From an optimization exercise on the open Yosys and OpenROAD flow, aimed at small area; shortcuts taken in it are not production practice.
Only simulation tests tie the RTL to the original design; equivalence was not proved.
Power figures rest on the tool's default switching activity, not on a simulated workload.

`config.mk`:
```
export PLATFORM = sky130hd
export DESIGN_NAME = chess_top
export DESIGN_NICKNAME = chess_top
export VERILOG_FILES = /design/flow/design.v
export SDC_FILE = /design/flow/constraint.sdc
export NUM_CORES = 4
export LEC_CHECK = 0
export CAP_MARGIN = 20
export CELL_PAD_IN_SITES_DETAIL_PLACEMENT = 1
export CELL_PAD_IN_SITES_GLOBAL_PLACEMENT = 1
export CORE_MARGIN = 2
export CORE_UTILIZATION = 40
export CTS_BUF_LIST = sky130_fd_sc_hd__clkbuf_16
export CTS_CLUSTER_DIAMETER = 100
export CTS_CLUSTER_SIZE = 20
export SLEW_MARGIN = 20
export SYNTH_HIERARCHICAL = 1
export SYNTH_MINIMUM_KEEP_SIZE = 0
```
`constraint.sdc`:
```
create_clock -name core_clock -period 5.5 [get_ports {CLK}]
set_input_delay 1.1000 -clock core_clock [delete_from_list [all_inputs] [get_ports {CLK}]]
set_output_delay 1.1000 -clock core_clock [all_outputs]
set_load 0.01 [all_outputs]
```
`design.v`:
```
`timescale 1ns/1ps
module absdiff3 (input logic [2:0] x, input logic [2:0] y, output logic [2:0] a, output logic neg);
    logic b1, p1, d1, b2, p2, d2, t1, t2;
    g_xor2  u0 (.a(x[0]), .b(y[0]), .y(a[0]));
    g_nor2b u1 (.a(x[0]), .bn(y[0]), .y(b1));
    g_xor2  u2 (.a(x[1]), .b(y[1]), .y(p1));
    g_xor2  u3 (.a(p1), .b(b1), .y(d1));
    g_mux2  u4 (.s(p1), .a0(b1), .a1(y[1]), .y(b2));
    g_xor2  u5 (.a(x[2]), .b(y[2]), .y(p2));
    g_xor2  u6 (.a(p2), .b(b2), .y(d2));
    g_mux2  u7 (.s(p2), .a0(b2), .a1(y[2]), .y(neg));
    g_and2  u8 (.a(neg), .b(a[0]), .y(t1));
    g_xor2  u9 (.a(d1), .b(t1), .y(a[1]));
    g_o21a  u10 (.a1(a[0]), .a2(d1), .b(neg), .y(t2));
    g_xor2  u11 (.a(d2), .b(t2), .y(a[2]));
endmodule
module legal_glue (input logic [2:0] ah, input logic [2:0] av, input logic vneg, input logic [2:0] sr,
                   input logic side, input logic [2:0] skind, input logic dst_empty, input logic mid_empty, output logic legal);
    wire hle1 = !(ah[2] | ah[1]);
    wire vle1 = !(av[2] | av[1]);
    wire h0 = hle1 & !ah[0];
    wire h1 = hle1 & ah[0];
    wire v0 = vle1 & !av[0];
    wire v1 = vle1 & av[0];
    wire h2 = !ah[2] & ah[1] & !ah[0];
    wire v2 = !av[2] & av[1] & !av[0];
    wire diag = (ah == av);
    wire line = h0 | v0;
    wire fwd  = side ^ vneg;
    wire home = (sr == {!side, !side, side});
    wire pawn = (h0 & dst_empty & fwd & (v1 | (v2 & home & mid_empty))) | (h1 & fwd & v1 & !dst_empty);
    wire knight = (h2 & v1) | (h1 & v2);
    wire king = hle1 & vle1;
    wire [2:0] k = skind;
    assign legal = (!k[2] & !k[1] & pawn) | (!k[2] & k[1] & !k[0] & knight)
                 | (k[0] & (k[1] ^ k[2]) & diag) | (k[2] & !k[1] & line) | (k[2] & k[1] & king);
endmodule
module g_inv   (input logic a, output logic y); assign y = !a; endmodule
module g_xor2  (input logic a, b, output logic y); assign y = a ^ b; endmodule
module g_xnor2 (input logic a, b, output logic y); assign y = !(a ^ b); endmodule
module g_nand2 (input logic a, b, output logic y); assign y = !(a & b); endmodule
module g_nor2  (input logic a, b, output logic y); assign y = !(a | b); endmodule
module g_and2  (input logic a, b, output logic y); assign y = a & b; endmodule
module g_or2   (input logic a, b, output logic y); assign y = a | b; endmodule
module g_nor2b (input logic a, bn, output logic y); assign y = !a & bn; endmodule
module g_nand3 (input logic a, b, c, output logic y); assign y = !(a & b & c); endmodule
module g_nor3  (input logic a, b, c, output logic y); assign y = !(a | b | c); endmodule
module g_and3  (input logic a, b, c, output logic y); assign y = a & b & c; endmodule
module g_and4  (input logic a, b, c, d, output logic y); assign y = a & b & c & d; endmodule
module g_nand4 (input logic a, b, c, d, output logic y); assign y = !(a & b & c & d); endmodule
module g_mux2  (input logic s, a0, a1, output logic y); assign y = s ? a1 : a0; endmodule
module g_o21a  (input logic a1, a2, b, output logic y); assign y = (a1 | a2) & b; endmodule
module g_a21oi (input logic a1, a2, b, output logic y); assign y = !((a1 & a2) | b); endmodule
module g_o21ai (input logic a1, a2, b, output logic y); assign y = !((a1 | a2) & b); endmodule
module g_a22oi (input logic a1, a2, b1, b2, output logic y); assign y = !((a1 & a2) | (b1 & b2)); endmodule
module g_a222oi (input logic a1, a2, b1, b2, c1, c2, output logic y); assign y = !((a1 & a2) | (b1 & b2) | (c1 & c2)); endmodule
`timescale 1ns/1ps
module dec3n (
    input  logic [2:0] a,
    output logic [7:0] yn
);
    for (genvar r = 0; r < 8; r++) begin : g
        assign yn[r] = !(a == 3'(r));
    end
endmodule
module dec3n_f (
    input  logic [2:0] a,
    input  logic       force_all,
    output logic [7:0] yn
);
    for (genvar r = 0; r < 8; r++) begin : g
        assign yn[r] = !(force_all || a == 3'(r));
    end
endmodule
module nor2_cell (
    input  logic a,
    input  logic b,
    output logic y
);
    assign y = !(a || b);
endmodule
module aoi222_cell (
    input  logic a0, b0, a1, b1, a2, b2,
    output logic y
);
    assign y = !((a0 && b0) || (a1 && b1) || (a2 && b2));
endmodule
module onehot64 (
    input  logic [7:0]  rn,
    input  logic [7:0]  cn,
    output logic [63:0] oh
);
    for (genvar i = 0; i < 64; i++) begin : g
        nor2_cell u (.a(rn[i / 8]), .b(cn[i % 8]), .y(oh[i]));
    end
endmodule
module rd_bit (
    input  logic [63:0] oh,
    input  logic [63:0] d,
    output logic        y
);
    logic [21:0] t;
    for (genvar k = 0; k < 21; k++) begin : g
        aoi222_cell u (
            .a0(oh[3 * k]),     .b0(d[3 * k]),
            .a1(oh[3 * k + 1]), .b1(d[3 * k + 1]),
            .a2(oh[3 * k + 2]), .b2(d[3 * k + 2]),
            .y (t[k])
        );
    end
    assign t[21] = !(oh[63] && d[63]);
    assign y = !(&t);
endmodule
module board_read (
    input  logic [5:0]   a,
    input  logic [255:0] board,
    output logic [3:0]   q
);
    logic [7:0]  rn, cn;
    logic [63:0] oh;
    dec3n    u_row (.a(a[5:3]), .yn(rn));
    dec3n    u_col (.a(a[2:0]), .yn(cn));
    onehot64 u_oh  (.rn(rn), .cn(cn), .oh(oh));
    for (genvar b = 0; b < 4; b++) begin : g
        logic [63:0] d;
        for (genvar i = 0; i < 64; i++) begin : s
            assign d[i] = board[4 * i + b];
        end
        rd_bit u (.oh(oh), .d(d), .y(q[b]));
    end
endmodule
module board_port (
    input  logic [5:0]   a,
    input  logic         force_all,
    input  logic [255:0] board,
    output logic [63:0]  we,
    output logic [3:0]   q
);
    logic [7:0] rn, cn;
    dec3n_f  u_row (.a(a[5:3]), .force_all(force_all), .yn(rn));
    dec3n_f  u_col (.a(a[2:0]), .force_all(force_all), .yn(cn));
    onehot64 u_oh  (.rn(rn), .cn(cn), .oh(we));
    for (genvar b = 0; b < 4; b++) begin : g
        logic [63:0] d;
        for (genvar i = 0; i < 64; i++) begin : s
            assign d[i] = board[4 * i + b];
        end
        rd_bit u (.oh(we), .d(d), .y(q[b]));
    end
endmodule
`timescale 1ns/1ps
module chess_top #(
    parameter logic [5:0] CURSOR_START = {3'd6, 3'd4}  
) (
    input  logic       CLK,
    input  logic       RESET,
    input  logic       cmd_req,
    input  logic [2:0] cmd,         
    input  logic [5:0] peek_sq,     
    output logic       cmd_ack,
    output logic [3:0] peek_piece,  
    output logic [5:0] cursor,      
    output logic [5:0] selected,    
    output logic       piece_held,
    output logic       side         
);
    localparam logic [255:0] INIT =
        256'h42365324111111110000000000000000000000000000000099999999cabedbac;
    logic [1:0]   st;
    logic [2:0]   op;      
    logic [2:0]   skind;   
    logic         fresh;   
    logic [255:0] board;
    wire busy = st[1];
    always_ff @(posedge CLK or posedge RESET) begin
        if (RESET) begin
            cmd_ack <= 1'b0;
            op      <= 3'd7;
        end else begin
            cmd_ack <= cmd_req && (cmd_ack || !busy);
            op      <= (!cmd_ack && cmd_req && !busy) ? cmd : 3'd7;
        end
    end
    function automatic logic [2:0] inc3(input logic [2:0] x);
        case (x)
            3'd0: inc3 = 3'd1; 3'd1: inc3 = 3'd2; 3'd2: inc3 = 3'd3; 3'd3: inc3 = 3'd4;
            3'd4: inc3 = 3'd5; 3'd5: inc3 = 3'd6; default: inc3 = 3'd7;
        endcase
    endfunction
    function automatic logic [2:0] dec3(input logic [2:0] x);
        case (x)
            3'd7: dec3 = 3'd6; 3'd6: dec3 = 3'd5; 3'd5: dec3 = 3'd4; 3'd4: dec3 = 3'd3;
            3'd3: dec3 = 3'd2; 3'd2: dec3 = 3'd1; default: dec3 = 3'd0;
        endcase
    endfunction
    always_ff @(posedge CLK or posedge RESET) begin
        if (RESET) begin
            cursor <= CURSOR_START;
        end else begin
            case (op)
                3'd0: cursor[2:0] <= dec3(cursor[2:0]);
                3'd1: cursor[2:0] <= inc3(cursor[2:0]);
                3'd2: cursor[5:3] <= dec3(cursor[5:3]);
                3'd3: cursor[5:3] <= inc3(cursor[5:3]);
                default: ;
            endcase
        end
    end
    wire       sel_pulse = (op == 3'd4);
    wire       erase     = (st == 2'd3);
    wire       write     = (st == 2'd2);
    wire [2:0] pa_row    = erase ? selected[5:3]
                         : (write || sel_pulse) ? cursor[5:3]
                         : (side ? 3'd2 : 3'd5);
    wire [2:0] pa_col    = erase ? selected[2:0] : cursor[2:0];
    wire [63:0] we;
    wire [3:0]  cur;
    logic       mid_empty;
    board_port u_port (.a({pa_row, pa_col}), .force_all(fresh), .board(board), .we(we), .q(cur));
    always_ff @(posedge CLK) begin
        if (!sel_pulse)
            mid_empty <= fresh || (cur[2:0] == 3'd0);
    end
    wire       dst_empty = (cur[2:0] == 3'd0);
    wire       cur_own   = !dst_empty && (cur[3] == side);
    wire [2:0] ah, av;
    wire       hneg, vneg;
    logic      legal;
    absdiff3   u_h (.x(cursor[2:0]), .y(selected[2:0]), .a(ah), .neg(hneg));
    absdiff3   u_v (.x(cursor[5:3]), .y(selected[5:3]), .a(av), .neg(vneg));
    legal_glue u_g (
        .ah(ah), .av(av), .vneg(vneg), .sr(selected[5:3]), .side(side), .skind(skind),
        .dst_empty(dst_empty), .mid_empty(mid_empty), .legal(legal)
    );
    wire select_hit = sel_pulse;
    wire pick       = select_hit && cur_own;  
    always_ff @(posedge CLK or posedge RESET) begin
        if (RESET) begin
            st       <= 2'd0;
            side     <= 1'b0;
            selected <= '0;
        end else begin
            if (pick)
                selected <= cursor;
            case (st)
                2'd0: if (pick) st <= 2'd1;
                2'd1: if (select_hit && !cur_own && legal) st <= 2'd2;
                2'd2: st <= 2'd3;
                2'd3: begin
                    side <= !side;
                    st   <= 2'd0;
                end
            endcase
        end
    end
    always_ff @(posedge CLK) begin
        if (pick)
            skind <= cur[2:0];
    end
    assign piece_held = (st == 2'd1);
    always_ff @(posedge CLK or posedge RESET) begin
        if (RESET) fresh <= 1'b1;
        else       fresh <= 1'b0;
    end
    wire [3:0] wd = write ? {side, skind} : erase ? 4'd0 : cur;
    wire [3:0] wd0 = wd & {4{!fresh}};
    wire [3:0] wd1 = wd | {4{fresh}};
    always_ff @(posedge CLK) begin
        for (int i = 0; i < 64; i++) begin
            if (we[i])
                for (int b = 0; b < 4; b++)
                    board[4 * i + b] <= INIT[4 * i + b] ? wd1[b] : wd0[b];
        end
    end
    wire [3:0] peek_q;
    board_read u_peek (.a(peek_sq), .board(board), .q(peek_q));
    assign peek_piece = fresh ? INIT[{peek_sq, 2'b00} +: 4] : peek_q;
endmodule
```
`flow/run.sh`:
```
#!/bin/bash
# The standard layout (standard.sh), with two changes passed to ORFS through
# its environment: port buffers are buf_2 cells instead of the delay buffer
# buffer_ports picks on its own, and clock tree synthesis adds no dummy loads.
# Every tool's full output stays in ORFS's own log folder (orfs/logs); the
# make output goes to standard.log.
set -uo pipefail
export BUFFER_PORTS_ARGS="-buffer_cell sky130_fd_sc_hd__buf_2"
export CTS_ARGS="-sink_clustering_enable -repair_clock_nets -dont_use_dummy_load -buf_list sky130_fd_sc_hd__clkbuf_16 -sink_clustering_size 20 -sink_clustering_max_diameter 100"
bash standard.sh > standard.log 2>&1
```
`standard.sh`:
```
#!/bin/bash
# synth_recipe.tcl (not shown) runs the flow's synth.tcl, then flattens the netlist and writes it again
# the make line also repeats each setting of config.mk as NAME=value (left out here)
make -C /OpenROAD-flow-scripts/flow DESIGN_CONFIG=/design/flow/config.mk WORK_HOME=/design/flow/orfs CLKGATE_MAP_FILE= SYNTH_SCRIPT=/design/flow/synth_recipe.tcl "${@:-finish}"
```
==> impl_metrics.csv, run 1 <==
group,metric,value,unit
route,dr.pass1.iters,9,
logic_synthesis,synth_seq_cells,280,
timing,hold_viol,0,
logic_synthesis,synthXorXnorAreaFrac,1.532,%
clock_tree,postCtsHoldBufs,0,
pwr,leakage,4.816,nW
critical_path,required,5880,ps
floorplan,std_cell_rows,64,
clock_tree,clockBufferDepth,3,
pwr,ir_drop,193.7,uV
critical_path,r2r-start,"op[2]",
outcome,status,"no timing/DRC/antenna violations",
clock_tree,clk_pin_slew_worst_paths,80,ps
clock_tree,cts_tree,"done",
grt,grt_use_total,25.15,%
logic_synthesis,syn_avg_cell_area,14.40,um2
logic_synthesis,synth_compound_area_share,17.03,%
floorplan,core_area,30670,um2
floorplan,fp.dieW,180.8,um
critical_path,r2r_cells,21,
grt,grt_max_degree,38,
critical_path,critPathMaxFanout,8,
clock_tree,cts_buffers,17,
min_path,worstHoldEndpoint,"cmd_ack",
clock_tree,cts.sinks,280,
logic_synthesis,synthCells,868,
final_layout,fin_cells,1399,
route,drt_wl_total,41.57,mm
final_layout,multi_input_area,4187,um2
logic_synthesis,yosys.area.top_type,"edfxtp_1",
logic_synthesis,yosysUniqueCellTypes,57,
logic_synthesis,synth_top_family_by_area,"compound AO/OA/AOI/OAI gates",
critical_path,worst-setup-path-type,"reg2reg",
timing,fin_crit,5257,ps
clock_tree,clockRootBuffer,"clkbuf_16",
job,drv_cap,0,
clock_tree,clkLatencyLatePin,510,ps
logic_synthesis,synth_top_area_share,62.47,%
timing,slew_viol_final,0,
floorplan,initial_utilization,40.75,%
critical_path,critPathLaunchType,"flop",
final_layout,nNetsFinal,1027,
grt,grt_pass1_wl,62.50,mm
route,vias,9462,
final_layout,drive_gt1_share,19.94,%
logic_synthesis,synth.area.top_cells,"edfxtp_1 (62%), a222oi_1 (13%), nor2_1 (4.3%), dfrtp_1 (2.6%), nand4_1 (1.7%)",
final_layout,area_delta_synth_final,15.12,%
critical_path,crit_path_end_kind,"flop",
timing,finalCritPeriodShare,95.59,%
floorplan,design.die.area,32680,um2
min_path,holdPathStages,1,
floorplan,io_pins,31,
logic_synthesis,ys_warn_count,7,
route,avgRoutedWirePerCell,29.71,um
timing,setup_viol,0,
route,drc,0,
critical_path,crit_start,"op[2]",
grt,grt_overflow,0,
route,initialDrtViolationCount,1529,
critical_path,worstPathArrival,5640,ps
final_layout,antenna_cells,0,
final_layout,regArea,8317,um2
route,ant_nets,0,
pwr,powerDensity,302.4,nW/um2
final_layout,fin_util,46.91,%
logic_synthesis,synth.most_common_cell,"edfxtp_1",
floorplan,fp.dieH,180.8,um
logic_synthesis,synth-adder-area-share,1.001,%
timing,relSlewSlack,27.47,%
min_path,hp-start,"cmd_ack",
clock_tree,h-tree-depth,1,
logic_synthesis,synthMuxAreaShare,1.832,%
placed_design,numPortBuffers,30,
timing,tightest_slew,1085,ps
placed_design,dp_hpwl,29.55,mm
min_path,hold_class,"reg2reg",
final_layout,n_fill_cell,3080,
critical_path,r2r_end,"st[0]",
logic_synthesis,yosysSeqAreaShare,66.54,%
logic_synthesis,synthTopCellsByCount,"edfxtp_1 (260), a222oi_1 (168), nor2_1 (142)",
logic_synthesis,async_flop_share,7.143,%
logic_synthesis,synth_edf_count,260,
route,vias_per_cell,6.763,
placed_design,gp_congestion,0.9334,
grt,grt_pass1_vias,9675,
logic_synthesis,yosys.area_share.simple,11.17,%
timing,skew,34.47,ps
grt,antenna_found_initial,0,
critical_path,r2r_slack,240,ps
logic_synthesis,synth.cell_area,12500,um2
placed_design,placed_cells_incl_taps,1381,
timing,fmax,190.2,MHz
logic_synthesis,synthFlopType,"edfxtp_1",
[modules after synthesis (local to each module, per instance), a selection]
module	area, um2	cells
dec3n	60.06	8
aoi222_cell	10.01	1
g_mux2	15.01	1
g_xor2	8.758	1
dec3n_f	66.31	12
g_o21a	7.507	1
g_and2	6.256	1
legal_glue	239.0	31
rd_bit	51.30	9
chess_top	9196	405
nor2_cell	3.754	1
g_nor2b	13.76	1
[per-stage QoR]
stage	TNS [ps]	setup WS, ps	area (um2)	hold slack, ps	power [mW]
floorplan	0	520.3	12500	516.1	2.872
global placement	0	80.01	13850	489.0	3.138
detailed placement	-199.9	-101.9	13870	511.3	3.168
CTS	0	50.97	14310	531.5	4.370
global route	-33.72	-21.25	14390	557.0	4.497
finish	0	242.7	14390	523.7	4.351
[final cells by class]
type	instances	share of cell area, %
Clock buffer	17	2.957
Inverter	18	0.4696
Multi-Input combinational cell	562	29.10
Sequential cell	280	57.81
Tap cell	396	3.444
Timing Repair Buffer	126	6.227
[report_power, final]
group          internal [mW]  switching [mW]  leakage [nW]
sequential              2.46          0.0889          2.53
combinational          0.202           0.389          2.08
clock                  0.553           0.659         0.209
[worst max-delay path by stage]
stage | depth (start not counted) | slack [ps] | to
after floorplan | 19 | 520 | st[1]
after global placement | 21 | 80 | st[1]
after detailed placement | 19 | -100 | st[0]
after CTS | 21 | 50 | st[0]
after global routing | 21 | -20 | st[0]
final | 21 | 240 | st[0]
[layer usage]
layer  global-route usage, %  up-vias  share of wire, %
met5                       0        -                 0
met4                   5.968        0               2.4
met3                   2.600       70               6.2
met2                   44.03      433                50
met1                   33.72     4874                41
li1                        -     4085                 -
[placed cells by master (no fill, tap or decap), drive strengths merged, types with 8 or more instances in the layout]
master | synthesis | final
nand3 | 12 | 12
nor3 | 8 | 8
edfxtp | 260 | 260
dfrtp | 13 | 13
nand2b | 10 | 10
nand2 | 27 | 27
nor4 | 9 | 9
a21oi | 8 | 8
ha | 10 | 10
mux2 | 16 | 16
clkbuf | 7 | 17
a31oi | 20 | 20
a211oi | 8 | 8
nand4 | 34 | 34
buf | 1 | 126
inv | 18 | 18
a222oi | 168 | 168
o21ai | 8 | 8
nor2 | 142 | 142
xor2 | 21 | 21
[critical path: stages, from the launching register on]
cell	delay [ps]
dfstp_2	570
nor3b_4	250
nor2_1	90
and2_2	230
o31ai_2	280
inv_2	100
a31oi_1	190
buf_4	220
nor2_1	110
a222oi_1	420
nand4_1	310
nor4_4	410
buf_4	170
nand2_1	110
nor3_4	270
nand4b_1	140
o41ai_2	320
a41o_2	250
nor2b_1	140
o2111a_1	210
nor3_2	60
a211o_1	310
[sequential cells by signal (all words and copies together), names as in the netlist]
register	cells
board	256
mid_empty	1
op	3
cmd_ack	1
selected	6
skind	3
st	2
fresh	1
side	1
cursor	6
[cell families after synthesis]
group | after synthesis
AO/OA/AOI/OAI | 234
AND/OR/NAND/NOR | 277
other | 1
flip-flops | 280
XOR/XNOR | 21
adder cells (fa/ha/maj) | 10
buffers and inverters | 26
multiplexers | 19
[repair_timing]
item                                    4_1_cts  5_1_grt
endpoints found under the setup margin        2       18
gates resized for setup                       4       12
setup buffers                                 0        1
gates cloned                                  0        0
pin swaps                                     0       18
==> inputs of run 2 (changes only) <==
--- a/design.v
+++ b/design.v
@@ -63,13 +63,14 @@
         assign yn[r] = !(a == 3'(r));
     end
 endmodule
-module dec3n_f (
+module dec3n_en (
     input  logic [2:0] a,
+    input  logic       en,
     input  logic       force_all,
     output logic [7:0] yn
 );
     for (genvar r = 0; r < 8; r++) begin : g
-        assign yn[r] = !(force_all || a == 3'(r));
+        assign yn[r] = !(force_all || (en && a == 3'(r)));
     end
 endmodule
 module nor2_cell (
@@ -129,24 +130,16 @@
         rd_bit u (.oh(oh), .d(d), .y(q[b]));
     end
 endmodule
-module board_port (
-    input  logic [5:0]   a,
-    input  logic         force_all,
-    input  logic [255:0] board,
-    output logic [63:0]  we,
-    output logic [3:0]   q
+module board_wsel (
+    input  logic [5:0]  a,
+    input  logic        en,
+    input  logic        force_all,
+    output logic [63:0] we
 );
     logic [7:0] rn, cn;
-    dec3n_f  u_row (.a(a[5:3]), .force_all(force_all), .yn(rn));
-    dec3n_f  u_col (.a(a[2:0]), .force_all(force_all), .yn(cn));
+    dec3n_en u_row (.a(a[5:3]), .en(en),   .force_all(force_all), .yn(rn));
+    dec3n_en u_col (.a(a[2:0]), .en(1'b1), .force_all(force_all), .yn(cn));
     onehot64 u_oh  (.rn(rn), .cn(cn), .oh(we));
-    for (genvar b = 0; b < 4; b++) begin : g
-        logic [63:0] d;
-        for (genvar i = 0; i < 64; i++) begin : s
-            assign d[i] = board[4 * i + b];
-        end
-        rd_bit u (.oh(we), .d(d), .y(q[b]));
-    end
 endmodule
 `timescale 1ns/1ps
 module chess_top #(
@@ -168,6 +161,7 @@
         256'h42365324111111110000000000000000000000000000000099999999cabedbac;
     logic [1:0]   st;
     logic [2:0]   op;      
+    logic         selp;    
     logic [2:0]   skind;   
     logic         fresh;   
     logic [255:0] board;
@@ -176,9 +170,11 @@
         if (RESET) begin
             cmd_ack <= 1'b0;
             op      <= 3'd7;
+            selp    <= 1'b0;
         end else begin
             cmd_ack <= cmd_req && (cmd_ack || !busy);
             op      <= (!cmd_ack && cmd_req && !busy) ? cmd : 3'd7;
+            selp    <= !cmd_ack && cmd_req && !busy && cmd == 3'd4;
         end
     end
     function automatic logic [2:0] inc3(input logic [2:0] x);
@@ -206,17 +202,11 @@
             endcase
         end
     end
-    wire       sel_pulse = (op == 3'd4);
-    wire       erase     = (st == 2'd3);
-    wire       write     = (st == 2'd2);
-    wire [2:0] pa_row    = erase ? selected[5:3]
-                         : (write || sel_pulse) ? cursor[5:3]
-                         : (side ? 3'd2 : 3'd5);
-    wire [2:0] pa_col    = erase ? selected[2:0] : cursor[2:0];
-    wire [63:0] we;
-    wire [3:0]  cur;
-    logic       mid_empty;
-    board_port u_port (.a({pa_row, pa_col}), .force_all(fresh), .board(board), .we(we), .q(cur));
+    wire       sel_pulse = selp;
+    wire [2:0] rd_row    = sel_pulse ? cursor[5:3] : (side ? 3'd2 : 3'd5);
+    wire [3:0] cur;
+    logic      mid_empty;
+    board_read u_cur (.a({rd_row, cursor[2:0]}), .board(board), .q(cur));
     always_ff @(posedge CLK) begin
         if (!sel_pulse)
             mid_empty <= fresh || (cur[2:0] == 3'd0);
@@ -262,7 +252,10 @@
         if (RESET) fresh <= 1'b1;
         else       fresh <= 1'b0;
     end
-    wire [3:0] wd = write ? {side, skind} : erase ? 4'd0 : cur;
+    wire [5:0]  wa = st[0] ? selected : cursor;
+    wire [3:0]  wd = st[0] ? 4'd0 : {side, skind};
+    wire [63:0] we;
+    board_wsel u_wsel (.a(wa), .en(busy), .force_all(fresh), .we(we));
     wire [3:0] wd0 = wd & {4{!fresh}};
     wire [3:0] wd1 = wd | {4{fresh}};
     always_ff @(posedge CLK) begin
--- a/config.mk
+++ b/config.mk
@@ -9,7 +9,7 @@
 export CELL_PAD_IN_SITES_DETAIL_PLACEMENT = 1
 export CELL_PAD_IN_SITES_GLOBAL_PLACEMENT = 1
 export CORE_MARGIN = 2
-export CORE_UTILIZATION = 40
+export CORE_UTILIZATION = 55
 export CTS_BUF_LIST = sky130_fd_sc_hd__clkbuf_16
 export CTS_CLUSTER_DIAMETER = 100
 export CTS_CLUSTER_SIZE = 20
==> run 2 against run 1 <==
  * Still clean
  * Via count increased by 9.7%
  * Die area decreased by 25%
  * Combinational power increased to 2.6 times the previous value
  * Sequential share of layout area increased by 1.7 points
  * Critical path depth decreased by 12
  * Critical endpoint is now peek_piece[3]
  * Highest routed layer is now met5
==> impl_metrics.csv, run 2 <==
group,metric,value,unit
logic_synthesis,yosysSeqAreaShare,65.00,%
final_layout,multi_input_area,4497,um2
min_path,hold_class,"reg2reg",
final_layout,top_regs,"board: 256 flops, cursor: 6 flops, selected: 6 flops",
critical_path,required,4400,ps
route,drt_wl_total,45.96,mm
logic_synthesis,yosys.area.top_type,"edfxtp_1",
outcome,status,"no timing/DRC/antenna violations",
pwr,leakage,4.728,nW
logic_synthesis,synthMuxAreaShare,1.433,%
critical_path,worstPathArrival,4280,ps
timing,tightest_slew,1264,ps
floorplan,fp.dieW,156.8,um
clock_tree,clockRootBuffer,"clkbuf_16",
grt,antenna_found_initial,1,
logic_synthesis,synthXorXnorAreaFrac,1.433,%
grt,grt_use_total,37.68,%
grt,grt_max_degree,55,
route,drc,0,
critical_path,cp_common_cell,"buf_2",
route,ant_nets,0,
timing,setup_viol,0,
critical_path,worst-setup-path-type,"in2out",
logic_synthesis,synth_edf_count,260,
timing,finalCritPeriodShare,97.86,%
logic_synthesis,async_flop_share,7.473,%
timing,slew_viol_final,0,
timing,relSlewSlack,15.46,%
grt,grt_pass1_wl,67.26,mm
grt,grt_overflow,0,
floorplan,core_area,22780,um2
floorplan,io_pins,31,
critical_path,r2r-start,"cursor[1]",
logic_synthesis,synth_top_area_share,60.84,%
placed_design,placed_area,13550,um2
logic_synthesis,synth-adder-area-share,0.9749,%
logic_synthesis,synth_compound_area_share,16.53,%
floorplan,std_cell_rows,55,
critical_path,critPathSlowestCell,"nor4_1",
clock_tree,postCtsHoldBufs,0,
timing,skew,65.22,ps
critical_path,cpPeakStageDelay,780,ps
route,vias_per_cell,7.796,
final_layout,final_common_cell,"edfxtp_1",
placed_design,gp_congestion,1.097,
logic_synthesis,synth.most_common_cell,"edfxtp_1",
job,drv_cap,0,
min_path,holdPathStages,1,
logic_synthesis,synth_seq_cells,281,
final_layout,area_delta_synth_final,9.232,%
logic_synthesis,synthCells,958,
timing,hold_viol,0,
clock_tree,cts.sinks,281,
logic_synthesis,synthFlopType,"edfxtp_1",
final_layout,largest_register,"board",
route,avgRoutedWirePerCell,34.50,um
timing,whs,525.7,ps
critical_path,crit_chain,"buf_2, or3b_1, nor2_1, a222oi_1, nand4_1, nor4_1, nand2_1, mux2_2, buf_2",
logic_synthesis,synth.cell_area,12830,um2
logic_synthesis,synth_top_family_by_area,"compound AO/OA/AOI/OAI gates",
pwr,powerDensity,412.0,nW/um2
timing,setup_tns,0,ps
critical_path,r2r_slack,380,ps
pwr,ir_drop,380.1,uV
final_layout,mostFrequentLayoutCells,"edfxtp_1 (260), nor2_1 (207), a222oi_1 (168)",
floorplan,fp.dieH,156.8,um
clock_tree,h-tree-depth,1,
route,initialDrtViolationCount,2092,
placed_design,dp_hpwl,32.01,mm
logic_synthesis,synthTopCellsByCount,"edfxtp_1 (260), nor2_1 (207), a222oi_1 (168)",
grt,grt_pass1_vias,10440,
clock_tree,clockBufferDepth,3,
logic_synthesis,ys_warn_count,7,
floorplan,initial_utilization,56.34,%
logic_synthesis,synth.area.top_cells,"edfxtp_1 (61%), a222oi_1 (13%), nor2_1 (6.1%), dfrtp_1 (2.7%), nand4_1 (1.7%)",
critical_path,critPathLaunchType,"input port",
final_layout,antenna_cells,0,
final_layout,regArea,8342,um2
timing,fmax,185.8,MHz
critical_path,crit_path_end_kind,"primary output",
final_layout,fin_util,61.54,%
clock_tree,clk_pin_slew_worst_paths,70,ps
final_layout,nNetsFinal,1043,
timing,fin_crit,5383,ps
route,vias,10380,
final_layout,n_fill_cell,2198,
final_layout,largest_reg_flops,256,
route,dr.pass1.iters,10,
logic_synthesis,yosysUniqueCellTypes,52,
final_layout,drive_gt1_share,10.79,%
floorplan,design.die.area,24570,um2
timing,rsz0062_at_grt,"no",
placed_design,numPortBuffers,30,
clock_tree,cts_buffers,18,
critical_path,r2r_end,"st[1]",
clock_tree,clkLatencyLatePin,530,ps
logic_synthesis,yosys.area_share.simple,13.89,%
final_layout,design_area,14020,um2
clock_tree,cts_tree,"done",
min_path,worstHoldEndpoint,"cmd_ack",
critical_path,critPathMaxFanout,10,
min_path,hp-start,"cmd_ack",
logic_synthesis,syn_avg_cell_area,13.40,um2
critical_path,r2r_cells,15,
[run 2: worst max path at each step]
stage / start / endpoint / slack, ps
final: peek_sq[2] / peek_piece[3] / 120
after global routing: peek_sq[2] / peek_piece[3] / 140
after CTS: side / st[1] / 410
after detailed placement: side / st[1] / 420
after global placement: peek_sq[1] / peek_piece[3] / 490
after floorplan: side / st[1] / 1520
[run 2: area by class of cell]
cell class                      count  area share [%]
Timing Repair Buffer               48           2.035
Tap cell                          313           2.794
Multi-Input combinational cell    658           32.08
Sequential cell                   281           59.51
Inverter                           14          0.3749
Clock buffer                       18           3.213
[run 2: metrics by stage]
step | power [mW] | cells | setup WS [ps]
after global placement | 4.417 | 1313 | 489.9
after CTS | 5.723 | 1332 | 410.6
after global routing | 5.963 | 1332 | 142.0
final | 5.776 | 1332 | 117.5
after detailed placement | 4.518 | 1314 | 423.6
after floorplan | 3.865 | 962 | 1522
[run 2: modules after synthesis (local to each module, per instance), excerpt]
module      flip-flops and latches  cells  cell area (um2)  times used
g_and2                           0      1            6.256           2
board_wsel                       0      1            3.754           1
dec3n_en                         0     13            78.83           2
g_nor2b                          0      1            13.76           2
g_mux2                           0      1            15.01           4
dec3n                            0      8            60.06           4
[run 2: per-layer routing]
| layer | wire [um] | track usage, % | vias to the layer above |
|---|---|---|---|
| li1 | - | - | 4219 |
| met5 | 18 | 0 | - |
| met3 | 5618 | 7.754 | 201 |
| met2 | 20930 | 59.69 | 874 |
| met1 | 16550 | 49.82 | 5088 |
| met4 | 2839 | 18.52 | 2 |
[run 2: what timing repair did]
| item | in CTS | in global routing |
|---|---|---|
| endpoints found under the setup margin | 0 | 1 |
| setup buffers | 0 | 0 |
| gates resized for setup | 0 | 2 |
[run 2: power by group]
| group | internal [mW] | switching, mW | total [mW] |
|---|---|---|---|
| clock | 0.582 | 0.650 | 1.23 |
| combinational | 0.466 | 1.08 | 1.54 |
| sequential | 2.75 | 0.250 | 3.00 |
[run 2: worst max-delay path: cells and delay by family]
kind | cells | cell delay [ps]
AOI/OAI and AO/OA | 1 | 470
buffers and inverters | 2 | 300
and+or+nand+nor | 5 | 2070
muxes | 1 | 330
[run 2: logic make-up (layout without fill, tap and decap cells)]
family / count (synthesis) / in the layout
AND/OR/NAND/NOR: 369 / 369
other: 2 / 6
multiplexers: 15 / 15
flip-flops: 281 / 281
adder cells (fa/ha/maj): 10 / 10
AO/OA/AOI/OAI: 237 / 237
buffers and inverters: 23 / 80
XOR/XNOR: 21 / 21
==> inputs of run 3 (changes only) <==
--- a/config.mk
+++ b/config.mk
@@ -9,7 +9,7 @@
 export CELL_PAD_IN_SITES_DETAIL_PLACEMENT = 1
 export CELL_PAD_IN_SITES_GLOBAL_PLACEMENT = 1
 export CORE_MARGIN = 2
-export CORE_UTILIZATION = 55
+export CORE_UTILIZATION = 40
 export CTS_BUF_LIST = sky130_fd_sc_hd__clkbuf_16
 export CTS_CLUSTER_DIAMETER = 100
 export CTS_CLUSTER_SIZE = 20
==> run 3 against run 2 <==
  * Still clean
  * Clock skew down 39 ps
  * Global-route usage is 11 points lower
  * Synthesized cell count did not move
  * Setup slack better by 260 ps
  * First-iteration DRC count down 9.0%
  * Total power increased by 0.47%
  * Clock power rose by 3%
  * Via count fell by 4.0%
  * Final cell count grew 7.2%
  * Register-to-register slack improved by 110 ps
  * Combinational power barely moved
  * Fmax up 5.1%
  * Largest cell class unchanged
==> impl_metrics.csv, run 3 <==
group,metric,value,unit
outcome,status,"no timing/DRC/antenna violations",
critical_path,critPathMaxFanout,10,
clock_tree,clockRootBuffer,"clkbuf_16",
timing,relSlewSlack,21.61,%
critical_path,r2r_slack,490,ps
final_layout,area_delta_synth_final,10.46,%
logic_synthesis,synth.area.top_cells,"edfxtp_1 (61%), a222oi_1 (13%), nor2_1 (6.1%), dfrtp_1 (2.7%), nand4_1 (1.7%)",
route,dr.pass1.iters,10,
critical_path,crit_start,"peek_sq[2]",
timing,hold_viol,0,
placed_design,place_ws,451.4,ps
critical_path,r2r-start,"selp",
timing,rsz0062_at_grt,"no",
grt,grt_max_degree,57,
critical_path,crit_chain,"buf_2, nand3b_1, nor2_1, a222oi_1, nand4_1, nor4_1, nand2_1, mux2_2, buf_2",
clock_tree,clk_pin_slew_worst_paths,70,ps
logic_synthesis,synthTopCellsByCount,"edfxtp_1 (260), nor2_1 (207), a222oi_1 (168)",
critical_path,cpPeakStageDelay,590,ps
job,drv_cap,0,
route,drt_wl_total,45.57,mm
logic_synthesis,yosysSeqAreaShare,65.00,%
pwr,leakage,4.760,nW
clock_tree,postCtsHoldBufs,0,
critical_path,worst-setup-path-type,"in2out",
timing,layout_setup_ws,380.0,ps
route,vias,9971,
final_layout,drive_gt1_share,11.40,%
placed_design,gp_congestion,0.9566,
logic_synthesis,ys_warn_count,7,
clock_tree,cts.sinks,281,
clock_tree,clockBufferDepth,3,
grt,globalRouteMet2Util,42.56,%
grt,grt_pass1_wl,66.04,mm
logic_synthesis,synthCells,958,
route,ant_nets,0,
final_layout,fin_cells,1428,
final_layout,largest_reg_flops,256,
critical_path,cp_common_cell,"buf_2",
logic_synthesis,synth_edf_count,260,
logic_synthesis,yosys.area.top_type,"edfxtp_1",
grt,antenna_found_initial,1,
timing,fin_crit,5120,ps
logic_synthesis,yosysUniqueCellTypes,52,
timing,tightest_slew,1172,ps
logic_synthesis,synth_seq_cells,281,
clock_tree,h-tree-depth,1,
route,drc,0,
floorplan,core_area,31560,um2
final_layout,final_common_cell,"edfxtp_1",
floorplan,io_pins,31,
final_layout,mostFrequentLayoutCells,"edfxtp_1 (260), nor2_1 (207), a222oi_1 (168)",
logic_synthesis,async_flop_share,7.473,%
critical_path,r2r_end,"st[1]",
clock_tree,cts_buffers,18,
timing,setup_viol,0,
final_layout,nNetsFinal,1050,
placed_design,placed_cells_incl_taps,1410,
logic_synthesis,synth.cell_area,12830,um2
timing,skew,26.19,ps
critical_path,crit_family,"simple AND/OR/NAND/NOR gates",
route,initialDrtViolationCount,1904,
pwr,ir_drop,205.3,uV
critical_path,crit_path_end_kind,"primary output",
final_layout,fin_util,44.92,%
placed_design,numPortBuffers,30,
grt,gr-usage-met3,4.130,%
critical_path,required,4400,ps
critical_path,worstPathArrival,4020,ps
logic_synthesis,synth.most_common_cell,"edfxtp_1",
critical_path,critPathBufInv,2,
min_path,hp-start,"cmd_ack",
pwr,powerDensity,409.4,nW/um2
timing,setup_tns,0,ps
clock_tree,cts_tree,"done",
logic_synthesis,synthFlopType,"edfxtp_1",
clock_tree,clkLatencyLatePin,520,ps
critical_path,cp.depth,9,
min_path,holdPathStages,1,
grt,busiest_layer,"met2",
floorplan,design.die.area,33530,um2
final_layout,largest_register,"board",
final_layout,antenna_cells,0,
grt,grt_use_total,27.05,%
logic_synthesis,syn_avg_cell_area,13.40,um2
grt,grtUsageMet1,38.55,%
route,vias_per_cell,6.982,
timing,finalCritPeriodShare,93.09,%
placed_design,dp_hpwl,31.40,mm
critical_path,critPathSlowestCell,"nor4_1",
floorplan,fp.dieH,183.1,um
logic_synthesis,synth_top_area_share,60.84,%
critical_path,critPathLaunchType,"input port",
final_layout,top_regs,"board: 256 flops, cursor: 6 flops, selected: 6 flops",
floorplan,fp.dieW,183.1,um
grt,grt_overflow,0,
floorplan,std_cell_rows,65,
min_path,hold_class,"reg2reg",
min_path,worstHoldEndpoint,"cmd_ack",
route,avgRoutedWirePerCell,31.91,um
grt,grt_pass1_vias,9862,
critical_path,r2r_cells,16,
floorplan,initial_utilization,40.67,%
timing,slew_viol_final,0,
timing,fmax,195.3,MHz
run 3: cell counts after synthesis:
Identical to the previous run, type by type.
run 3: layout make-up:
cell class | instances | area (um2)
clock buffer | 18 | 450.4
fill | 3273 | 17380
inverter | 14 | 52.55
multi-input combinational | 658 | 4491
sequential | 281 | 8342
tap | 402 | 503.0
timing repair buffer | 55 | 337.8
run 3: cells by family (layout without fill, tap and decap cells):
kind of cell,count (synthesis),count (layout),share of synthesized area (%)
DFF,281,281,65.00
AOI/OAI and AO/OA,237,237,16.53
xor gates and xnor gates,21,21,1.433
and+or+nand+nor,369,369,13.89
muxes,15,15,1.433
buffers and inverters,23,87,0.6824
other,2,6,0.05852
adders and majority gates,10,10,0.9749
run 3: stage by stage:
| stage | instance area (um2) | hold slack [ps] | power (mW) |
|---|---|---|---|
| finish | 14180 | 509.2 | 5.803 |
| global route | 14180 | 538.1 | 6.056 |
| CTS | 14170 | 519.2 | 5.802 |
| detailed placement | 13720 | 502.4 | 4.550 |
| global placement | 13700 | 484.2 | 4.516 |
| floorplan | 12850 | 535.3 | 3.865 |
run 3: how the worst max path moves through the flow:
stage | endpoint | slack, ps
4_1_cts | peek_piece[3] | 450
3_3_place_gp | peek_piece[3] | 370
5_1_grt | st[1] | 90
2_1_floorplan | st[1] | 1520
3_5_place_dp | peek_piece[3] | 450
6_report | peek_piece[3] | 380
run 3: worst register-to-register path, stage by stage, from the launching register on:
cell      delay, ps
dfrtp_1         470
and2b_1         310
a21o_1          260
nand3b_1        460
nor2_1          190
a222oi_1        460
nand4_1         270
nor4_1          550
nand2_1         140
nor3_1          220
buf_4           160
nand4b_1        100
o41ai_1         350
a41o_2          270
nand4b_1        100
o221a_1         280
mux2_4          300
run 3: power by group:
| part | total, mW | internal (mW) | switching (mW) |
|---|---|---|---|
| registers | 2.99 | 2.75 | 0.244 |
| logic | 1.54 | 0.472 | 1.07 |
| clock network | 1.27 | 0.584 | 0.684 |
run 3: routing by layer:
metal,vias to the layer above,wire length (um)
li1,4221,-
met1,5091,19690
met2,566,20430
met3,93,3861
met4,0,1595
met5,-,0
run 3: modules after synthesis, one instance, submodules excluded, a selection:
module,copies in the design,flops+latches,cell area [um2],cells
chess_top,1,281,9143,412
dec3n,4,0,60.06,8
g_mux2,4,0,15.01,1
g_nor2b,2,0,13.76,1
g_xor2,14,0,8.758,1
legal_glue,1,0,239.0,31
rd_bit,8,0,51.30,9
run 3: timing repair:
item	4_1_cts	5_1_grt
endpoints found under the hold margin	0	0
gates resized for setup	0	2
endpoints found under the setup margin	0	2
buffers inserted	0	0
==> inputs of run 4 (changes only) <==
--- a/design.v
+++ b/design.v
@@ -112,22 +112,48 @@
     assign t[21] = !(oh[63] && d[63]);
     assign y = !(&t);
 endmodule
+module dec3 (
+    input  logic [2:0] a,
+    output logic [7:0] y
+);
+    for (genvar r = 0; r < 8; r++) begin : g
+        assign y[r] = (a == 3'(r));
+    end
+endmodule
+module sel8_tail (
+    input  logic t0n, t1n, s6, d6, s7, d7,
+    output logic y
+);
+    assign y = !(t0n && t1n && !(s6 && d6) && !(s7 && d7));
+endmodule
+module sel8 (
+    input  logic [7:0] s,
+    input  logic [7:0] d,
+    output logic       y
+);
+    logic [1:0] t;
+    aoi222_cell u0 (.a0(s[0]), .b0(d[0]), .a1(s[1]), .b1(d[1]), .a2(s[2]), .b2(d[2]), .y(t[0]));
+    aoi222_cell u1 (.a0(s[3]), .b0(d[3]), .a1(s[4]), .b1(d[4]), .a2(s[5]), .b2(d[5]), .y(t[1]));
+    sel8_tail   u2 (.t0n(t[0]), .t1n(t[1]), .s6(s[6]), .d6(d[6]), .s7(s[7]), .d7(d[7]), .y(y));
+endmodule
 module board_read (
     input  logic [5:0]   a,
     input  logic [255:0] board,
     output logic [3:0]   q
 );
-    logic [7:0]  rn, cn;
-    logic [63:0] oh;
-    dec3n    u_row (.a(a[5:3]), .yn(rn));
-    dec3n    u_col (.a(a[2:0]), .yn(cn));
-    onehot64 u_oh  (.rn(rn), .cn(cn), .oh(oh));
+    logic [7:0] ro, co;
+    dec3 u_row (.a(a[5:3]), .y(ro));
+    dec3 u_col (.a(a[2:0]), .y(co));
     for (genvar b = 0; b < 4; b++) begin : g
-        logic [63:0] d;
-        for (genvar i = 0; i < 64; i++) begin : s
-            assign d[i] = board[4 * i + b];
-        end
-        rd_bit u (.oh(oh), .d(d), .y(q[b]));
+        logic [7:0] rv;
+        for (genvar r = 0; r < 8; r++) begin : rw
+            logic [7:0] d;
+            for (genvar c = 0; c < 8; c++) begin : s
+                assign d[c] = board[4 * (8 * r + c) + b];
+            end
+            sel8 u (.s(co), .d(d), .y(rv[r]));
+        end
+        sel8 u (.s(ro), .d(rv), .y(q[b]));
     end
 endmodule
 module board_wsel (
==> run 4 against run 3 <==
  * Non-clock buffer count fell by 4
  * Critical path depth is 1 lower
  * Synthesized area decreased by 1.6%
  * Final cell count shrank 5.7%
  * First-iteration DRC count fell by 12%
  * Sequential power barely moved
  * Highest routed layer unchanged
==> impl_metrics.csv, run 4 <==
group,metric,value,unit
outcome,status,"no timing/DRC/antenna violations",
logic_synthesis,yosys.area.top_type,"edfxtp_1",
clock_tree,h-tree-depth,1,
grt,grt_use_total,24.84,%
timing,slew_viol_final,0,
grt,grt_pass1_vias,9134,
final_layout,nNetsFinal,966,
timing,finalCritPeriodShare,89.68,%
logic_synthesis,synth.cell_area,12620,um2
placed_design,place_ws,681.2,ps
logic_synthesis,synthFlopType,"edfxtp_1",
route,initialDrtViolationCount,1685,
critical_path,required,4400,ps
final_layout,final_common_cell,"edfxtp_1",
critical_path,critPathLaunchType,"input port",
logic_synthesis,synth_edf_count,260,
timing,hold_viol,0,
grt,grt_pass1_wl,60.74,mm
critical_path,critPathMaxFanout,32,
floorplan,fp.dieW,181.6,um
floorplan,std_cell_rows,65,
clock_tree,clockBufferDepth,3,
route,dr.pass1.iters,9,
timing,relSlewSlack,25.42,%
grt,gr-usage-met3,3.670,%
timing,setup_tns,0,ps
final_layout,area_delta_synth_final,10.67,%
final_layout,fin_cells,1346,
critical_path,worstPathArrival,3830,ps
logic_synthesis,syn_avg_cell_area,14.38,um2
placed_design,numPortBuffers,30,
route,drt_wl_total,41.27,mm
grt,busiest_layer,"met2",
floorplan,core_area,31310,um2
timing,fmax,202.7,MHz
logic_synthesis,synthTopCellsByCount,"edfxtp_1 (260), a222oi_1 (144), nor2_1 (79)",
floorplan,initial_utilization,40.32,%
min_path,hold_class,"reg2reg",
final_layout,mostFrequentLayoutCells,"edfxtp_1 (260), a222oi_1 (144), nor2_1 (79)",
final_layout,top_regs,"board: 256 flops, cursor: 6 flops, selected: 6 flops",
placed_design,placed_cells_incl_taps,1326,
timing,setup_viol,0,
pwr,p_total,5.922,mW
clock_tree,clkLatencyLatePin,520,ps
clock_tree,cts_resized,0,
route,vias_per_cell,6.872,
placed_design,placed_area,13510,um2
final_layout,design_area,13970,um2
clock_tree,postCtsSetupRepairBufs,0,
logic_synthesis,synth.most_common_cell,"edfxtp_1",
placed_design,gp_congestion,0.8925,
logic_synthesis,yosysSeqAreaShare,66.08,%
final_layout,drive_gt1_share,13.91,%
logic_synthesis,async_flop_share,7.473,%
logic_synthesis,synth_top_area_share,61.85,%
logic_synthesis,yosysUniqueCellTypes,50,
critical_path,crit_path_end_kind,"primary output",
clock_tree,cts_tree,"done",
timing,skew,56.47,ps
clock_tree,cts_buffers,18,
grt,grtUsageMet1,36.30,%
logic_synthesis,synth.area.top_cells,"edfxtp_1 (62%), a222oi_1 (11%), a22oi_1 (4.3%), nand3_1 (3.1%), dfrtp_1 (2.8%)",
clock_tree,postCtsHoldBufs,0,
route,vias,9250,
final_layout,largest_reg_flops,256,
grt,grt_max_degree,57,
final_layout,largest_register,"board",
pwr,powerDensity,423.9,nW/um2
pwr,leakage,4.755,nW
floorplan,fp.dieH,181.6,um
timing,tightest_slew,1115,ps
logic_synthesis,ys_warn_count,7,
clock_tree,clockRootBuffer,"clkbuf_16",
critical_path,worst-setup-path-type,"in2out",
route,drc,0,
timing,rsz0062_at_grt,"no",
route,ant_nets,0,
grt,grt_overflow,0,
clock_tree,clk_pin_slew_worst_paths,80,ps
logic_synthesis,synth_seq_cells,281,
route,avgRoutedWirePerCell,30.66,um
timing,fin_crit,4933,ps
floorplan,io_pins,31,
job,drv_cap,0,
pwr,ir_drop,199.6,uV
grt,antenna_found_initial,2,
clock_tree,cts.sinks,281,
logic_synthesis,synthCells,878,
critical_path,r2r_slack,670,ps
timing,layout_setup_ws,567.3,ps
grt,globalRouteMet2Util,39.54,%
placed_design,dp_hpwl,27.57,mm
floorplan,design.die.area,32990,um2
==> run 4: changes by cell type in the layout (fill, tap and decap cells not counted), sizes merged, moves of 8 or more <==
| cell | before | now |
|---|---|---|
| a22oi | 1 | 73 |
| or3b | 12 | 0 |
| a222oi | 168 | 144 |
| nand3 | 18 | 78 |
| a211oi | 8 | 0 |
| nand2 | 31 | 15 |
| nor3b | 2 | 14 |
| nor2 | 207 | 79 |
| nand3b | 12 | 0 |
| and3b | 0 | 12 |
| nor4 | 8 | 0 |
| nand4 | 34 | 2 |
==> run 4: final cells by class <==
type	count	area (um2)
multi-input combinational	578	4298
inverter	14	52.55
timing repair buffer	51	320.3
clock buffer	18	450.4
fill	3145	17340
antenna	2	5.005
tap	402	503.0
sequential	281	8342
==> run 4: metrics by stage <==
step | util, % | hold WS, ps
2_1_floorplan | - | 535.3
6_report | 44.62 | 507.0
4_1_cts | 44.58 | 511.3
3_3_place_gp | 43.10 | 485.7
5_1_grt | 44.60 | 561.4
3_5_place_dp | 43.14 | 502.5
==> run 4: logic make-up (layout without fill, tap and decap cells) <==
kind of cell	Yosys count	after routing	share of synthesized area, %
other	2	8	0.05949
and+or+nand+nor	249	249	10.56
muxes	15	15	1.457
buffers and inverters	23	83	0.6938
xor gates and xnor gates	21	21	1.457
adders and majority gates	10	10	0.9912
DFF	281	281	66.08
AOI/OAI and AO/OA	277	277	18.70
==> run 4: modules after synthesis, one instance, submodules excluded, a selection <==
| module | flops+latches | cell area [um2] | cells |
|---|---|---|---|
| aoi222_cell | 0 | 10.01 | 1 |
| board_wsel | 0 | 3.754 | 1 |
| chess_top | 281 | 9143 | 412 |
| dec3 | 0 | 65.06 | 8 |
| dec3n_en | 0 | 78.83 | 13 |
| g_and2 | 0 | 6.256 | 1 |
| g_mux2 | 0 | 15.01 | 1 |
| g_nor2b | 0 | 13.76 | 1 |
| g_o21a | 0 | 7.507 | 1 |
| g_xor2 | 0 | 8.758 | 1 |
| legal_glue | 0 | 239.0 | 31 |
| nor2_cell | 0 | 3.754 | 1 |
| sel8_tail | 0 | 12.51 | 2 |
==> run 4: path summary, 6_finish.rpt <==
check | startpoint | to | cells past startpoint
min | cmd_ack | op[2] | 2
min in group asynchronous | RESET | st[0] | 2
max in group asynchronous | RESET | cursor[0] | 2
max | peek_sq[2] | peek_piece[3] | 8
max reg2reg | cursor[1] | st[1] | 13
min reg2reg | cmd_ack | op[2] | 2
==> run 4: routing by layer <==
metal | vias up | share of wire, %
met4 | 0 | 1.8
met5 | - | 0
li1 | 3998 | -
met3 | 45 | 7.9
met1 | 4759 | 45
met2 | 448 | 46
==> run 4: worst max-delay path, cell delays in order <==
cell	delay, ps
buf_2	200
and3b_2	480
a222oi_1	550
nand3_1	190
a222oi_1	660
nand3_1	160
mux2_2	320
buf_2	150
==> run 4: power breakdown <==
group          internal (mW)  leakage [nW]  total (mW)  switching, mW
clock                  0.584         0.222        1.26          0.680
combinational          0.563          1.79        1.67           1.10
sequential              2.74          2.75        2.99          0.246
==> inputs of run 5 (changes only) <==
==> flow/run.sh (replaced) <==
#!/bin/bash
# The standard layout (standard.sh), with two changes passed to ORFS through
# its environment: port buffers are buf_2 cells instead of the delay buffer
# buffer_ports picks on its own, and clock tree synthesis adds no dummy
# loads and uses clkbuf_8 cells for clusters of at most 15 flip-flops.
# Every tool's full output stays in ORFS's own log folder (orfs/logs); the
# make output goes to standard.log.
set -uo pipefail
export BUFFER_PORTS_ARGS="-buffer_cell sky130_fd_sc_hd__buf_2"
export CTS_ARGS="-sink_clustering_enable -repair_clock_nets -dont_use_dummy_load -buf_list sky130_fd_sc_hd__clkbuf_8 -sink_clustering_size 15 -sink_clustering_max_diameter 60"
bash standard.sh > standard.log 2>&1
--- a/config.mk
+++ b/config.mk
@@ -10,9 +10,9 @@
 export CELL_PAD_IN_SITES_GLOBAL_PLACEMENT = 1
 export CORE_MARGIN = 2
 export CORE_UTILIZATION = 40
-export CTS_BUF_LIST = sky130_fd_sc_hd__clkbuf_16
-export CTS_CLUSTER_DIAMETER = 100
-export CTS_CLUSTER_SIZE = 20
+export CTS_BUF_LIST = sky130_fd_sc_hd__clkbuf_8
+export CTS_CLUSTER_DIAMETER = 60
+export CTS_CLUSTER_SIZE = 15
 export SLEW_MARGIN = 20
 export SYNTH_HIERARCHICAL = 1
 export SYNTH_MINIMUM_KEEP_SIZE = 0
==> run 5 against run 4 <==
  * Hold slack better by 11 ps
  * Synthesized area stayed put
  * Sequential share of layout area is 0.34 points higher
  * Final cell count is 0.67% higher
  * Global-route usage is 0.081 points higher
  * First-iteration DRC count is 3.0% lower
  * Non-clock buffer count stayed put
  * Setup slack better by 7.7 ps
  * Critical endpoint unchanged
  * Utilization is 0.25 points lower
  * Die area stayed put
  * Synthesized cell count stayed put
  * Combinational power hardly changed
==> impl_metrics.csv, run 5 <==
group,metric,value,unit
outcome,status,"no timing/DRC/antenna violations",
logic_synthesis,syn_avg_cell_area,14.38,um2
timing,skew,65.85,ps
critical_path,required,4400,ps
route,ant_nets,0,
clock_tree,h-tree-depth,1,
logic_synthesis,synthTopCellsByCount,"edfxtp_1 (260), a222oi_1 (144), nor2_1 (79)",
logic_synthesis,synth.most_common_cell,"edfxtp_1",
placed_design,numPortBuffers,30,
logic_synthesis,yosysUniqueCellTypes,50,
final_layout,mostFrequentLayoutCells,"edfxtp_1 (260), a222oi_1 (144), nor2_1 (79)",
logic_synthesis,synth_edf_count,260,
logic_synthesis,ys_warn_count,7,
floorplan,std_cell_rows,65,
pwr,seqPwrFrac,52.0,%
clock_tree,cts.sinks,281,
logic_synthesis,yosysSeqAreaShare,66.08,%
floorplan,design.die.area,32990,um2
timing,slew_viol_final,0,
pwr,p_int,3.743,mW
final_layout,top_regs,"board: 256 flops, cursor: 6 flops, selected: 6 flops",
placed_design,gp_congestion,0.8925,
grt,grt_pass1_wl,60.86,mm
critical_path,worst-setup-path-type,"in2out",
timing,rsz0062_at_grt,"no",
final_layout,largest_register,"board",
timing,fin_crit,4925,ps
floorplan,core_area,31310,um2
final_layout,drive_gt1_share,14.72,%
timing,whs,518.3,ps
placed_design,placed_area,13510,um2
critical_path,crit_path_end_kind,"primary output",
clock_tree,clockRootBuffer,"clkbuf_8",
route,avgRoutedWirePerCell,30.52,um
timing,setup_viol,0,
logic_synthesis,synthFlopType,"edfxtp_1",
grt,grt_overflow,0,
logic_synthesis,yosys.area.top_type,"edfxtp_1",
route,vias,9323,
clock_tree,clockBufferDepth,3,
grt,grt_use_total,24.92,%
floorplan,fp.dieW,181.6,um
clock_tree,postCtsHoldBufs,0,
route,drc,0,
grt,grt_pass1_vias,9177,
route,initialDrtViolationCount,1634,
final_layout,nNetsFinal,975,
route,vias_per_cell,6.880,
grt,grtUsageMet1,36.66,%
grt,gr-usage-met3,3.169,%
grt,globalRouteMet2Util,39.52,%
timing,fmax,203.0,MHz
final_layout,largest_reg_flops,256,
clock_tree,cts_buffers,27,
grt,busiest_layer,"met2",
placed_design,dp_hpwl,27.57,mm
pwr,p_total,5.760,mW
critical_path,critPathMaxFanout,32,
clock_tree,cts_resized,0,
pwr,clockPowerShare,19.2,%
pwr,switching_power,2.017,mW
logic_synthesis,synth.cell_area,12620,um2
logic_synthesis,synth_top_area_share,61.85,%
final_layout,design_area,13890,um2
critical_path,worstPathArrival,3830,ps
final_layout,fin_util,44.37,%
logic_synthesis,async_flop_share,7.473,%
clock_tree,postCtsSetupRepairBufs,0,
clock_tree,clkLatencyLatePin,600,ps
final_layout,final_common_cell,"edfxtp_1",
pwr,switching_share,35.01,%
timing,tightest_slew,1101,ps
pwr,powerDensity,414.6,nW/um2
route,dr.pass1.iters,10,
logic_synthesis,synth_seq_cells,281,
floorplan,io_pins,31,
timing,finalCritPeriodShare,89.55,%
min_path,holdPathStages,1,
clock_tree,cts_tree,"done",
timing,relSlewSlack,26.34,%
critical_path,r2r_cells,13,
route,drt_wl_total,41.36,mm
pwr,leakage,4.727,nW
final_layout,area_delta_synth_final,10.05,%
job,drv_cap,0,
grt,antenna_found_initial,2,
clock_tree,clk_pin_slew_worst_paths,70,ps
logic_synthesis,synthCells,878,
timing,setup_tns,0,ps
floorplan,fp.dieH,181.6,um
logic_synthesis,synth.area.top_cells,"edfxtp_1 (62%), a222oi_1 (11%), a22oi_1 (4.3%), nand3_1 (3.1%), dfrtp_1 (2.8%)",
floorplan,initial_utilization,40.32,%
min_path,hold_class,"reg2reg",
timing,hold_viol,0,
pwr,combPwrFrac,28.9,%
grt,grt_max_degree,57,
critical_path,critPathLaunchType,"input port",
pwr,ir_drop,200.6,uV
run 5: cell count changes in the layout (fill, tap and decap cells not counted):
cell and delta:
clkbuf_16 -18, clkbuf_8 +27
run 5: layout make-up:
type | count | area [um2]
fillers | 3158 | 17420
flip-flops and latches | 281 | 8342
multi-input cells | 578 | 4298
well taps | 402 | 503.0
clock buffers | 27 | 371.6
repair buffers | 51 | 320.3
inverters | 14 | 52.55
diodes | 2 | 5.005
run 5: worst max-delay path: stages:
cell and delay [ps]:
buf_2 200, and3b_2 480, a222oi_1 590, nand3_1 190, a222oi_1 620, nand3_1 150
mux2_2 320, buf_2 150
run 5: layer usage:
layer  vias up  share of wire, %
li1       4006                 -
met1      4780                44
met2       476                45
met3        61               8.0
met4         0               2.2
met5         -                 0
run 5: stage by stage:
| step | setup WS, ps | instances |
|---|---|---|
| after floorplan | 618.1 | 882 |
| after global placement | 676.0 | 1326 |
| after detailed placement | 681.2 | 1326 |
| after CTS | 678.6 | 1353 |
| after global routing | 429.6 | 1353 |
| final | 575.0 | 1355 |
run 5: cells by family (layout without fill, tap and decap cells):
family	Yosys count	after routing	share of synthesized area, %
mux	15	15	1.457
buf+inv	23	92	0.6938
other cells	2	8	0.05949
fa+ha+maj	10	10	0.9912
simple gates	249	249	10.56
xor+xnor	21	21	1.457
flops	281	281	66.08
compound gates	277	277	18.70
run 5: path summary, 6_finish.rpt:
path,start,endpoint,slack (ps)
min in group asynchronous,RESET,selected[1],680
worst max register to register,cursor[1],st[1],700
worst min-delay path,cmd_ack,cmd_ack,520
worst min register to register,cmd_ack,cmd_ack,520
max in group asynchronous,RESET,cmd_ack,4280
worst max-delay path,peek_sq[2],peek_piece[3],570
run 5: power by group through the flow:
stage / clock (mW) / sequential [mW] / combinational [mW]
2_1_floorplan: 0 / 2.94 / 1.04
3_3_place_gp: 0 / 3.03 / 1.62
3_5_place_dp: 0 / 3.04 / 1.65
4_1_cts: 1.14 / 2.99 / 1.65
5_1_grt: 1.21 / 3.03 / 1.79
6_report: 1.10 / 2.99 / 1.66
run 5: modules after synthesis (local to each module, per instance), excerpt:
module       copies in the design  area, um2  cells inside  flops+latches
g_nor2b                         2      13.76             1              0
dec3                            4      65.06             8              0
chess_top                       1       9143           412            281
g_xor2                         14      8.758             1              0
nor2_cell                      64      3.754             1              0
g_and2                          2      6.256             1              0
g_o21a                          2      7.507             1              0
legal_glue                      1      239.0            31              0
board_wsel                      1      3.754             1              0
sel8_tail                      72      12.51             2              0
dec3n_en                        2      78.83            13              0
g_mux2                          4      15.01             1              0
aoi222_cell                   144      10.01             1              0
==> inputs of run 6 (changes only) <==
==> flow/run.sh (replaced) <==
#!/bin/bash
# The standard layout (standard.sh), with two changes passed to ORFS through
# its environment: port buffers are buf_1 cells instead of the delay buffer
# buffer_ports picks on its own, and clock tree synthesis adds no dummy
# loads and uses clkbuf_8 cells for clusters of at most 15 flip-flops.
# Every tool's full output stays in ORFS's own log folder (orfs/logs); the
# make output goes to standard.log.
set -uo pipefail
export BUFFER_PORTS_ARGS="-buffer_cell sky130_fd_sc_hd__buf_1"
export CTS_ARGS="-sink_clustering_enable -repair_clock_nets -dont_use_dummy_load -buf_list sky130_fd_sc_hd__clkbuf_8 -sink_clustering_size 15 -sink_clustering_max_diameter 60"
bash standard.sh > standard.log 2>&1
--- a/config.mk
+++ b/config.mk
@@ -9,7 +9,7 @@
 export CELL_PAD_IN_SITES_DETAIL_PLACEMENT = 1
 export CELL_PAD_IN_SITES_GLOBAL_PLACEMENT = 1
 export CORE_MARGIN = 2
-export CORE_UTILIZATION = 40
+export CORE_UTILIZATION = 50
 export CTS_BUF_LIST = sky130_fd_sc_hd__clkbuf_8
 export CTS_CLUSTER_DIAMETER = 60
 export CTS_CLUSTER_SIZE = 15
==> run 6 against run 5 <==
  * Hold slack gained 8.9 ps
  * Total power down 0.13%
  * Non-clock buffer count fell by 8
  * Critical endpoint is now st[1]
  * Largest cell class unchanged
  * Critical path type is now reg2reg
  * Cell area fell by 1.5%
  * Combinational power hardly changed
  * Synthesized area unchanged
  * Still clean
==> impl_metrics.csv, run 6 <==
group,metric,value,unit
outcome,status,"no timing/DRC/antenna violations",
critical_path,worstPathArrival,5450,ps
logic_synthesis,synth_edf_count,260,
floorplan,core_area,24960,um2
floorplan,fp.dieW,162.9,um
final_layout,mostFrequentLayoutCells,"edfxtp_1 (260), a222oi_1 (144), nor2_1 (79)",
grt,grt_use_total,31.08,%
critical_path,worst-setup-path-type,"reg2reg",
logic_synthesis,yosysUniqueCellTypes,50,
grt,grt_pass1_vias,9561,
logic_synthesis,async_flop_share,7.473,%
placed_design,numPortBuffers,30,
logic_synthesis,yosys.area.top_type,"edfxtp_1",
critical_path,cpPeakStageDelay,650,ps
timing,setup_viol,0,
min_path,hp-start,"cmd_ack",
timing,layout_setup_ws,468.6,ps
final_layout,largest_register,"board",
clock_tree,cts_resized,0,
timing,fmax,198.8,MHz
clock_tree,cts_buffers,27,
timing,setup_tns,0,ps
critical_path,crit_start,"cursor[0]",
final_layout,final_common_cell,"edfxtp_1",
clock_tree,cts_tree,"done",
route,drt_wl_total,41.29,mm
route,avgRoutedWirePerCell,32.43,um
critical_path,critPathMaxFanout,32,
floorplan,initial_utilization,50.57,%
clock_tree,h-tree-depth,1,
timing,rsz0062_at_grt,"no",
placed_design,placed_area,13300,um2
placed_design,gp_congestion,0.9400,
placed_design,place_ws,581.1,ps
timing,skew,81.66,ps
grt,grt_pass1_wl,60.80,mm
logic_synthesis,syn_avg_cell_area,14.38,um2
timing,hold_viol,0,
grt,grt_max_degree,57,
logic_synthesis,synthFlopType,"edfxtp_1",
clock_tree,clk_pin_slew_worst_paths,90,ps
critical_path,crit_path_end_kind,"flop",
route,vias,9500,
grt,grt_overflow,0,
placed_design,dp_hpwl,26.74,mm
logic_synthesis,yosysSeqAreaShare,66.08,%
logic_synthesis,synthCells,878,
job,drv_cap,0,
floorplan,io_pins,31,
critical_path,required,5920,ps
final_layout,area_delta_synth_final,8.445,%
route,vias_per_cell,7.463,
clock_tree,cts.sinks,281,
critical_path,crit_family,"compound AO/OA/AOI/OAI gates",
critical_path,critPathSlowestCell,"dfrtp_1",
pwr,ir_drop,303.0,uV
critical_path,critPathBufInv,0,
floorplan,fp.dieH,162.9,um
logic_synthesis,synth_top_area_share,61.85,%
pwr,combPwrFrac,28.7,%
final_layout,nNetsFinal,967,
final_layout,largest_reg_flops,256,
pwr,p_int,3.705,mW
pwr,leakage,4.581,nW
critical_path,crit_chain,"and3b_2, a222oi_1, nand3_1, a222oi_1, nand3_1, nor3_1, nand4b_1, o41ai_1, a41o_2, nand4b_1, o221a_1, mux2_4",
logic_synthesis,synthTopCellsByCount,"edfxtp_1 (260), a222oi_1 (144), nor2_1 (79)",
critical_path,r2r-start,"cursor[0]",
final_layout,drive_gt1_share,10.92,%
final_layout,antenna_cells,0,
logic_synthesis,ys_warn_count,7,
clock_tree,postCtsSetupRepairBufs,0,
run 6: cell count changes in the layout (fill, tap and decap cells not counted), moves of 2 or more:
cell	change
buf_1	+30
buf_4	-7
buf_2	-30
diode_2	-2
run 6: path summary, 6_finish.rpt:
check	depth (start not counted)	end	slack, ps
min in group asynchronous	2	st[0]	680
setup reg to reg	12	st[1]	470
hold reg to reg	1	cmd_ack	530
hold / removal	1	cmd_ack	530
max in group asynchronous	2	cursor[1]	4250
setup / recovery	12	st[1]	470
run 6: kinds of logic after synthesis:
| group | after synthesis | share of synthesized area (%) |
|---|---|---|
| adder cells (fa/ha/maj) | 10 | 0.9912 |
| AO/OA/AOI/OAI | 277 | 18.70 |
| multiplexers | 15 | 1.457 |
| other | 2 | 0.05949 |
| AND/OR/NAND/NOR | 249 | 10.56 |
| buffers and inverters | 23 | 0.6938 |
| flip-flops | 281 | 66.08 |
| XOR/XNOR | 21 | 1.457 |
run 6: modules after synthesis (local to each module, per instance), excerpt:
module     cells  times used  flops+latches  cell area, um2
chess_top    412           1            281            9143
dec3n_en      13           2              0           78.83
g_mux2         1           4              0           15.01
sel8_tail      2          72              0           12.51
g_xor2         1          14              0           8.758
g_o21a         1           2              0           7.507
g_and2         1           2              0           6.256
nor2_cell      1          64              0           3.754
run 6: through the flow:
step | instances | hold slack [ps]
2_1_floorplan | 882 | 535.3
3_3_place_gp | 1246 | 493.8
3_5_place_dp | 1246 | 509.3
4_1_cts | 1273 | 535.9
5_1_grt | 1273 | 559.3
6_report | 1273 | 527.1
run 6: cell type report:
class	count	area (um2)	area share, %
clock buffers	27	371.6	2.715
inverters	14	52.55	0.3839
multi-input cells	578	4300	31.41
flip-flops and latches	281	8342	60.94
well taps	330	412.9	3.016
repair buffers	43	210.2	1.536
run 6: worst reg2reg max path, stage by stage, from the launching register on:
cell	delay (ps)
dfrtp_1	650
and3b_2	650
a222oi_1	520
nand3_1	220
a222oi_1	630
nand3_1	260
nor3_1	480
nand4b_1	170
o41ai_1	380
a41o_2	270
nand4b_1	100
o221a_1	290
mux2_4	310
run 6: power by group through the flow:
| stage | Combinational (mW) | Clock (mW) | Sequential [mW] |
|---|---|---|---|
| global route | 1.76 | 1.19 | 3.04 |
| floorplan | 1.04 | 0 | 2.94 |
| CTS | 1.62 | 1.12 | 2.99 |
| finish | 1.65 | 1.10 | 3.00 |
| detailed placement | 1.61 | 0 | 3.04 |
| global placement | 1.53 | 0 | 3.01 |
run 6: metal layers:
metal,track usage [%],routed length (um),up-vias
met3,5.118,3917,76
li1,-,-,3985
met1,43.07,16570,4814
met4,8.809,973,0
met5,0,0,-
met2,51.06,19830,625

re-timing with driven ports:
Ports are ideal in the flow. The routed layouts listed here were re-timed in OpenROAD.
Step 1 assumes that a clkbuf_16 drives the clock port and a buf_2 every other input.
Step 2 times the ports against the registers' clock, not the clock port: input delays grow and output delays shrink by t, the midpoint of the rising clock arrivals with the driver on.
a / b / c = no drivers / after step 1 / after step 2; a / b = the first two.
run	shift t [ns]	slack for setup (ns)
run 1	0.546	0.243 / 0.243 / 0.243
run 2	0.550	0.117 / 0.097 / 0.097
run 3	0.556	0.380 / 0.349 / 0.349
run 4	0.537	0.567 / 0.456 / 0.456
run 5	0.611	0.575 / 0.473 / 0.473
run 6	0.609	0.469 / 0.469 / 0.469
After both steps setup and hold are still met in every run listed.
